Background: an optimization exercise with open tools, aiming at small area. Do not read the settings as production practice.
Function was checked by simulation only, so behaviour that the tests miss may differ from the original.
Power is estimated from default activity; no workload was simulated.

== run A ==
// segCore
module segCore (
  input  logic      clk_i,
  input  logic      arstN_i,
  input  segPkg::pixel_t    bdThY_i,
  input  segPkg::pixel_t    bdThU_i,
  input  segPkg::pixel_t    bdThV_i,
  input  segPkg::weight_t   bgTh_i,
  input  logic      update_i,
  input  segPkg::weight_t   buildStep_i,
  input  segPkg::pixel_t    curY_i,
  input  segPkg::pixel_t    curU_i,
  input  segPkg::pixel_t    curV_i,
  input  segPkg::layerVec_t bgLayerY_i,
  input  segPkg::layerVec_t bgLayerU_i,
  input  segPkg::layerVec_t bgLayerV_i,
  input  segPkg::layerVec_t bgLayerW_i,
  output segPkg::layerVec_t newLayerY_o,
  output segPkg::layerVec_t newLayerU_o,
  output segPkg::layerVec_t newLayerV_o,
  output segPkg::layerVec_t newLayerW_o,
  output logic      mask_o
);
  logic [3:0] mY, mU, mV, matched;
  logic [3:0] winner;
  logic       noMatch;
  logic       maskComb;
  segPkg::layerVec_t updY, updU, updV, updW;
  bgLayerMatch i_mY (.cur_i(curY_i), .th_i(bdThY_i), .layer_i(bgLayerY_i), .match_o(mY));
  bgLayerMatch i_mU (.cur_i(curU_i), .th_i(bdThU_i), .layer_i(bgLayerU_i), .match_o(mU));
  bgLayerMatch i_mV (.cur_i(curV_i), .th_i(bdThV_i), .layer_i(bgLayerV_i), .match_o(mV));
  assign matched = mY & mU & mV;
  fgDecide i_decide (
    .matched_i  (matched),
    .bgLayerW_i (bgLayerW_i),
    .bgTh_i     (bgTh_i),
    .mask_o     (maskComb),
    .winner_o   (winner),
    .noMatch_o  (noMatch)
  );
  bgColorUpdate i_updY (.update_i(update_i), .winner_i(winner), .noMatch_i(noMatch),
                        .cur_i(curY_i), .layer_i(bgLayerY_i), .layer_o(updY));
  bgColorUpdate i_updU (.update_i(update_i), .winner_i(winner), .noMatch_i(noMatch),
                        .cur_i(curU_i), .layer_i(bgLayerU_i), .layer_o(updU));
  bgColorUpdate i_updV (.update_i(update_i), .winner_i(winner), .noMatch_i(noMatch),
                        .cur_i(curV_i), .layer_i(bgLayerV_i), .layer_o(updV));
  bgWeightUpdate i_updW (
    .update_i    (update_i),
    .winner_i    (winner),
    .noMatch_i   (noMatch),
    .buildStep_i (buildStep_i),
    .weight_i    (bgLayerW_i),
    .weight_o    (updW)
  );
  ...
Size: about 1,200 cells after synthesis, about 9900 um2 of cells after synthesis.
clock: 10.0 ns
lec_check: 0
abc_area: 1
cap_margin: 20
core_margin: 2
core_utilization: 40
gpl_timing_driven: 0
slew_margin: 20
standard.sh (not shown) runs the stock make flow with config.mk's settings and CLKGATE_MAP_FILE= SYNTH_SCRIPT=/design/flow/synth_recipe.tcl, a recipe that flattens the netlist after the stock synthesis.
==> flow/flow/run.sh <==
#!/bin/bash
# Layout flow: the standard ORFS flow with
#  - synthesis: the standard script, without the full-adder extraction and
#    with an area-oriented ABC script (registers untouched),
#  - port buffers of the smallest buffer cell,
#  - a clock tree of small clock buffers, without dummy loads.
set -euo pipefail
export MY_WORK=$PWD
export MY_ABC_SCRIPT=$PWD/flow/abc.script
bash standard.sh SYNTH_SCRIPT=$PWD/flow/my_synth.tcl ADDER_MAP_FILE= synth > synth.log 2>&1
bash standard.sh \
  "BUFFER_PORTS_ARGS=-buffer_cell sky130_fd_sc_hd__buf_1" \
  "CTS_ARGS=-sink_clustering_enable -repair_clock_nets -dont_use_dummy_load -buf_list sky130_fd_sc_hd__clkbuf_8" \
  finish > layout.log 2>&1
==> flow/flow/abc.script <==
strash
&get -n
&deepsyn -T 30
&nf -R 1000
&put
==> flow/flow/my_synth.tcl <==
# The standard synthesis (synth_recipe.tcl), with only the combinational
# mapping script given to ABC replaced by flow/abc.script.
proc abc {args} {
  set i [lsearch -exact $args -script]
  if {$i >= 0} {
    lset args [expr {$i + 1}] $::env(MY_ABC_SCRIPT)
  }
  yosys abc {*}$args
}
source $::env(MY_WORK)/synth_recipe.tcl
Inputs modified between run A and run B:
==> flow/flow/abc.script <==
strash
balance
rewrite
refactor
balance
rewrite
rewrite -z
balance
refactor -z
rewrite -z
balance
dch
amap
--- a/flow/config.mk
+++ b/flow/config.mk
@@ -8,6 +8,7 @@
 export ABC_AREA = 1
-export CAP_MARGIN = 20
+export CAP_MARGIN = 0
 export CORE_MARGIN = 2
-export CORE_UTILIZATION = 40
+export CORE_UTILIZATION = 65
 export GPL_TIMING_DRIVEN = 0
-export SLEW_MARGIN = 20
+export PLACE_DENSITY = 0.75
+export SLEW_MARGIN = 0
==> summary.txt <==
Run B finished every stage; the final checks, however, were not passed, the failures being capacitance limit, slew limit. Total vias in the final route: run B worse than run A. Power ends up lower on run B. Diff run A -> run B: highest achievable clock rate roughly the same, final antenna diode count moved down, number of synthesized flops with an enable pin shows no meaningful change. Compared with run A, run B degrades final area.
The inputs of run C differ from those of run B as listed below.
--- a/flow/flow/run.sh
+++ b/flow/flow/run.sh
@@ -5,3 +5,4 @@
 #  - port buffers of the smallest buffer cell,
-#  - a clock tree of small clock buffers, without dummy loads.
+#  - a clock tree of small clock buffers, without dummy loads,
+#  - the largest buffers kept out of the layout's repairs.
 set -euo pipefail
@@ -10,5 +11,8 @@
 bash standard.sh SYNTH_SCRIPT=$PWD/flow/my_synth.tcl ADDER_MAP_FILE= synth > synth.log 2>&1
+DU="sky130_fd_sc_hd__probe_p_8 sky130_fd_sc_hd__probec_p_8 sky130_fd_sc_hd__lpflow_bleeder_1 sky130_fd_sc_hd__lpflow_clkbufkapwr_1 sky130_fd_sc_hd__lpflow_clkbufkapwr_16 sky130_fd_sc_hd__lpflow_clkbufkapwr_2 sky130_fd_sc_hd__lpflow_clkbufkapwr_4 sky130_fd_sc_hd__lpflow_clkbufkapwr_8 sky130_fd_sc_hd__lpflow_clkinvkapwr_1 sky130_fd_sc_hd__lpflow_clkinvkapwr_16 sky130_fd_sc_hd__lpflow_clkinvkapwr_2 sky130_fd_sc_hd__lpflow_clkinvkapwr_4 sky130_fd_sc_hd__lpflow_clkinvkapwr_8 sky130_fd_sc_hd__lpflow_decapkapwr_12 sky130_fd_sc_hd__lpflow_decapkapwr_3 sky130_fd_sc_hd__lpflow_decapkapwr_4 sky130_fd_sc_hd__lpflow_decapkapwr_6 sky130_fd_sc_hd__lpflow_decapkapwr_8 sky130_fd_sc_hd__lpflow_inputiso0n_1 sky130_fd_sc_hd__lpflow_inputiso0p_1 sky130_fd_sc_hd__lpflow_inputiso1n_1 sky130_fd_sc_hd__lpflow_inputiso1p_1 sky130_fd_sc_hd__lpflow_inputisolatch_1 sky130_fd_sc_hd__lpflow_isobufsrc_1 sky130_fd_sc_hd__lpflow_isobufsrc_16 sky130_fd_sc_hd__lpflow_isobufsrc_2 sky130_fd_sc_hd__lpflow_isobufsrc_4 sky130_fd_sc_hd__lpflow_isobufsrc_8 sky130_fd_sc_hd__lpflow_isobufsrckapwr_16 sky130_fd_sc_hd__lpflow_lsbuf_lh_hl_isowell_tap_1 sky130_fd_sc_hd__lpflow_lsbuf_lh_hl_isowell_tap_2 sky130_fd_sc_hd__lpflow_lsbuf_lh_hl_isowell_tap_4 sky130_fd_sc_hd__lpflow_lsbuf_lh_isowell_4 sky130_fd_sc_hd__lpflow_lsbuf_lh_isowell_tap_1 sky130_fd_sc_hd__lpflow_lsbuf_lh_isowell_tap_2 sky130_fd_sc_hd__lpflow_lsbuf_lh_isowell_tap_4"
+DU="$DU $(cat flow/dont_use.txt)"
 bash standard.sh \
+  "DONT_USE_CELLS=$DU" \
   "BUFFER_PORTS_ARGS=-buffer_cell sky130_fd_sc_hd__buf_1" \
-  "CTS_ARGS=-sink_clustering_enable -repair_clock_nets -dont_use_dummy_load -buf_list sky130_fd_sc_hd__clkbuf_8" \
+  "CTS_ARGS=$(cat flow/cts_args.txt)" \
   finish > layout.log 2>&1
==> flow/flow/abc.script <==
strash
&get -n
&deepsyn -T 30
&nf -R 1000
&put
==> flow/flow/cts_args.txt (new file) <==
-sink_clustering_enable -repair_clock_nets -dont_use_dummy_load -buf_list sky130_fd_sc_hd__clkbuf_4 -root_buf sky130_fd_sc_hd__clkbuf_8 -sink_buffer_max_cap_derate 0.6
==> flow/flow/dont_use.txt (new file) <==
sky130_fd_sc_hd__buf_8 sky130_fd_sc_hd__buf_12 sky130_fd_sc_hd__buf_16 sky130_fd_sc_hd__clkbuf_16
--- a/flow/config.mk
+++ b/flow/config.mk
@@ -8,7 +8,7 @@
 export ABC_AREA = 1
-export CAP_MARGIN = 0
+export CAP_MARGIN = 20
 export CORE_MARGIN = 2
-export CORE_UTILIZATION = 65
+export CORE_UTILIZATION = 55
 export GPL_TIMING_DRIVEN = 0
-export PLACE_DENSITY = 0.75
-export SLEW_MARGIN = 0
+export PLACE_DENSITY = 0.7
+export SLEW_MARGIN = 20
Notes after the runs:
Run C reached the end of the flow, and the finished layout is clean on the timing, design-rule and antenna checks.
Status run B: flow complete, layout not clean - capacitance limit, slew limit
Taking run B as the reference, in run C final-layout non-clock buffer area share now sits lower; post-route fraction of the period consumed by the critical path lost 0.29 points.
Run C packs its core more loosely than run B.
Compared with run B, in run C weighted congestion reported at the end of routability-driven placement shrank by 8.5%, count of final max-slew check failures shrank by 1, total global-route track usage shrank by 10 points, area used by multi-input combinational logic grew by 170 um2.
Run C ends up with a final wirelength that is about 14% lower than in run B.
Looking only at share of power burned in the clock network, and setting everything else aside, the lower value of run B and run C goes to run C.
Relative to run C, the following input files were edited for run D:
==> flow/flow/cts_args.txt <==
-sink_clustering_enable -repair_clock_nets -dont_use_dummy_load -buf_list sky130_fd_sc_hd__clkbuf_8
--- a/flow/config.mk
+++ b/flow/config.mk
@@ -10,5 +10,4 @@
 export CORE_MARGIN = 2
-export CORE_UTILIZATION = 55
+export CORE_UTILIZATION = 40
 export GPL_TIMING_DRIVEN = 0
-export PLACE_DENSITY = 0.7
 export SLEW_MARGIN = 20
Notes after the runs:
- Result for run D and run C: all clean
- In the route summary, run D ends up with a via count below that of run C.
- Summary of the comparison: fraction of area in registers is lower in run D, relative to run C.
- Changes observed in run D relative to run C: layout buffer count excluding clock buffers now sits higher; wire length of the first global-routing pass higher.
- Compared with run C, run D shows power density normalized to cell area higher by 3.0%.
- Higher number of non-filler instances in the completed layout goes to run D over run C.
- Looking at destination of the critical timing path, the i_outReg.newLayerW_o[3]$_DFF_PN0_ result is from run C; the i_outReg.newLayerW_o[1]$_DFF_PN0_ one comes from run D.
- On critical path required time, run D tracks run C almost exactly.
- Comparing run D and run C, the lower multi-input logic portion of the cell area is on run D.
- Looking at clock share of power, run D sits 2.7 points above run C.
- The total area of multi-input combinational cells on run C is in line with that on run D.
[inputs] run E vs run D
==> flow/flow/run.sh <==
#!/bin/bash
# Layout flow: the standard ORFS flow with
#  - synthesis: the standard script, without the full-adder extraction and
#    with an area-oriented ABC script (registers untouched),
#  - port buffers of the smallest buffer cell,
#  - a clock tree of small clock buffers, without dummy loads.
set -euo pipefail
export MY_WORK=$PWD
export MY_ABC_SCRIPT=$PWD/flow/abc.script
bash standard.sh SYNTH_SCRIPT=$PWD/flow/my_synth.tcl ADDER_MAP_FILE= synth > synth.log 2>&1
bash standard.sh \
  "BUFFER_PORTS_ARGS=-buffer_cell sky130_fd_sc_hd__buf_1" \
  "CTS_ARGS=-sink_clustering_enable -repair_clock_nets -dont_use_dummy_load -buf_list sky130_fd_sc_hd__clkbuf_4 -root_buf sky130_fd_sc_hd__clkbuf_8" \
  finish > layout.log 2>&1
==> flow/flow/abc.script <==
strash
balance
rewrite
refactor
balance
rewrite
rewrite -z
balance
refactor -z
rewrite -z
balance
dch
amap
--- a/flow/config.mk
+++ b/flow/config.mk
@@ -8,6 +8,7 @@
 export ABC_AREA = 1
-export CAP_MARGIN = 20
+export CAP_MARGIN = 0
 export CORE_MARGIN = 2
-export CORE_UTILIZATION = 40
+export CORE_UTILIZATION = 65
 export GPL_TIMING_DRIVEN = 0
-export SLEW_MARGIN = 20
+export PLACE_DENSITY = 0.75
+export SLEW_MARGIN = 0
removed: flow/flow/cts_args.txt
removed: flow/flow/dont_use.txt
Results
- Complete run, failing final checks: run E, reason capacitance limit, slew limit.
- Run E gives less met2 layer wire length in the routed design than run D did.
- The combinational power share in run E was higher than what run D gave.
- Total power (run D / run E): 1.05
- Run E ends up with higher layout cell share with drive strength beyond 1 than run D does.
- Compared with run D, in run E final instance area now sits higher; final period utilization now sits lower; switching fraction of total power now sits higher.
- Run E vs run D — depth of the critical timing path with buffers and inverters included rose 13.
- | die area | run E vs run D | about 34% lower |
- Cell count: run E higher than run D
Edits applied to the flow inputs when going from run E to run F:
==> flow/flow/run.sh <==
#!/bin/bash
# Layout flow: the standard ORFS flow with
#  - synthesis: the standard script, without the full-adder extraction and
#    with an area-oriented ABC script (registers untouched),
#  - port buffers of the smallest buffer cell,
#  - a clock tree of small clock buffers, without dummy loads,
#  - the largest buffers kept out of the layout's repairs.
set -euo pipefail
export MY_WORK=$PWD
export MY_ABC_SCRIPT=$PWD/flow/abc.script
bash standard.sh SYNTH_SCRIPT=$PWD/flow/my_synth.tcl ADDER_MAP_FILE= synth > synth.log 2>&1
DU="sky130_fd_sc_hd__probe_p_8 sky130_fd_sc_hd__probec_p_8 sky130_fd_sc_hd__lpflow_bleeder_1 sky130_fd_sc_hd__lpflow_clkbufkapwr_1 sky130_fd_sc_hd__lpflow_clkbufkapwr_16 sky130_fd_sc_hd__lpflow_clkbufkapwr_2 sky130_fd_sc_hd__lpflow_clkbufkapwr_4 sky130_fd_sc_hd__lpflow_clkbufkapwr_8 sky130_fd_sc_hd__lpflow_clkinvkapwr_1 sky130_fd_sc_hd__lpflow_clkinvkapwr_16 sky130_fd_sc_hd__lpflow_clkinvkapwr_2 sky130_fd_sc_hd__lpflow_clkinvkapwr_4 sky130_fd_sc_hd__lpflow_clkinvkapwr_8 sky130_fd_sc_hd__lpflow_decapkapwr_12 sky130_fd_sc_hd__lpflow_decapkapwr_3 sky130_fd_sc_hd__lpflow_decapkapwr_4 sky130_fd_sc_hd__lpflow_decapkapwr_6 sky130_fd_sc_hd__lpflow_decapkapwr_8 sky130_fd_sc_hd__lpflow_inputiso0n_1 sky130_fd_sc_hd__lpflow_inputiso0p_1 sky130_fd_sc_hd__lpflow_inputiso1n_1 sky130_fd_sc_hd__lpflow_inputiso1p_1 sky130_fd_sc_hd__lpflow_inputisolatch_1 sky130_fd_sc_hd__lpflow_isobufsrc_1 sky130_fd_sc_hd__lpflow_isobufsrc_16 sky130_fd_sc_hd__lpflow_isobufsrc_2 sky130_fd_sc_hd__lpflow_isobufsrc_4 sky130_fd_sc_hd__lpflow_isobufsrc_8 sky130_fd_sc_hd__lpflow_isobufsrckapwr_16 sky130_fd_sc_hd__lpflow_lsbuf_lh_hl_isowell_tap_1 sky130_fd_sc_hd__lpflow_lsbuf_lh_hl_isowell_tap_2 sky130_fd_sc_hd__lpflow_lsbuf_lh_hl_isowell_tap_4 sky130_fd_sc_hd__lpflow_lsbuf_lh_isowell_4 sky130_fd_sc_hd__lpflow_lsbuf_lh_isowell_tap_1 sky130_fd_sc_hd__lpflow_lsbuf_lh_isowell_tap_2 sky130_fd_sc_hd__lpflow_lsbuf_lh_isowell_tap_4"
DU="$DU $(cat flow/dont_use.txt)"
bash standard.sh \
  "DONT_USE_CELLS=$DU" \
  "BUFFER_PORTS_ARGS=-buffer_cell sky130_fd_sc_hd__buf_1" \
  "CTS_ARGS=$(cat flow/cts_args.txt)" \
  finish > layout.log 2>&1
==> flow/flow/abc.script <==
strash
&get -n
&deepsyn -T 30
&nf -R 1000
&put
==> flow/flow/cts_args.txt (new file) <==
-sink_clustering_enable -repair_clock_nets -dont_use_dummy_load -buf_list sky130_fd_sc_hd__clkbuf_4 -root_buf sky130_fd_sc_hd__clkbuf_8 -sink_buffer_max_cap_derate 0.6
==> flow/flow/dont_use.txt (new file) <==
sky130_fd_sc_hd__buf_8 sky130_fd_sc_hd__buf_12 sky130_fd_sc_hd__buf_16 sky130_fd_sc_hd__clkbuf_16
--- a/flow/config.mk
+++ b/flow/config.mk
@@ -8,7 +8,7 @@
 export ABC_AREA = 1
-export CAP_MARGIN = 0
+export CAP_MARGIN = 20
 export CORE_MARGIN = 2
-export CORE_UTILIZATION = 65
+export CORE_UTILIZATION = 60
 export GPL_TIMING_DRIVEN = 0
 export PLACE_DENSITY = 0.75
-export SLEW_MARGIN = 0
+export SLEW_MARGIN = 20
--- outcome ---
Out of run F and run E, the only run to close with the timing, design-rule and antenna checks passing was run F.
Although it ran to completion, run E produced a layout that fails the final checks because of capacitance limit, slew limit.
The uppermost layer routed comes out met4 in one run and met5 in the other, namely in run F and run E respectively.
Changes observed in run F relative to run E: filler-free cell count of the finished design has decreased; power consumption held; data required time of the worst path increased 0.10 ns; final instance area -790 um2.
Run F vs. run E: power attributed to the clock group rose about 2%; final core area utilization fell 6.1 points.

static timing again, ports no longer ideal:
The flow's constraints put no driver on any port. The routed layouts listed below were extracted and timed again, unchanged, in two steps. Step 1 assumes that a clkbuf_16 drives the clock port and a buf_2 every other input. Step 2 moves the port delays by t, midway between the first and last clock arrival at a register: inputs arrive t later, outputs are due t later. That takes back most of the time a late clock gives input paths. Three values: ideal, step 1, step 2; two values: the first two.
run | t, ns | slack for setup (ns) | clock arrival spread, ns | worst register clock-pin slew, ns | pins driven straight from the clock port
run A | 0.482 | 0.390 / 0.414 / -0.068 | 0.038 / 0.038 | 0.09 / 0.09 | 1
run B | 0.499 | 0.408 / 0.424 / -0.076 | 0.022 / 0.023 | 0.08 / 0.08 | 1
run C | 0.474 | 0.437 / 0.455 / -0.019 | 0.040 / 0.040 | 0.12 / 0.12 | 1
run D | 0.487 | 0.304 / 0.331 / -0.156 | 0.031 / 0.030 | 0.09 / 0.09 | 1
run E | 0.477 | 0.348 / 0.367 / -0.110 | 0.036 / 0.036 | 0.12 / 0.12 | 1
run F | 0.474 | 0.573 / 0.590 / 0.116 | 0.043 / 0.042 | 0.12 / 0.12 | 1
The setup slack of run B, which loses most, moves by +0.016 ns with the drivers and by -0.484 ns with both steps.
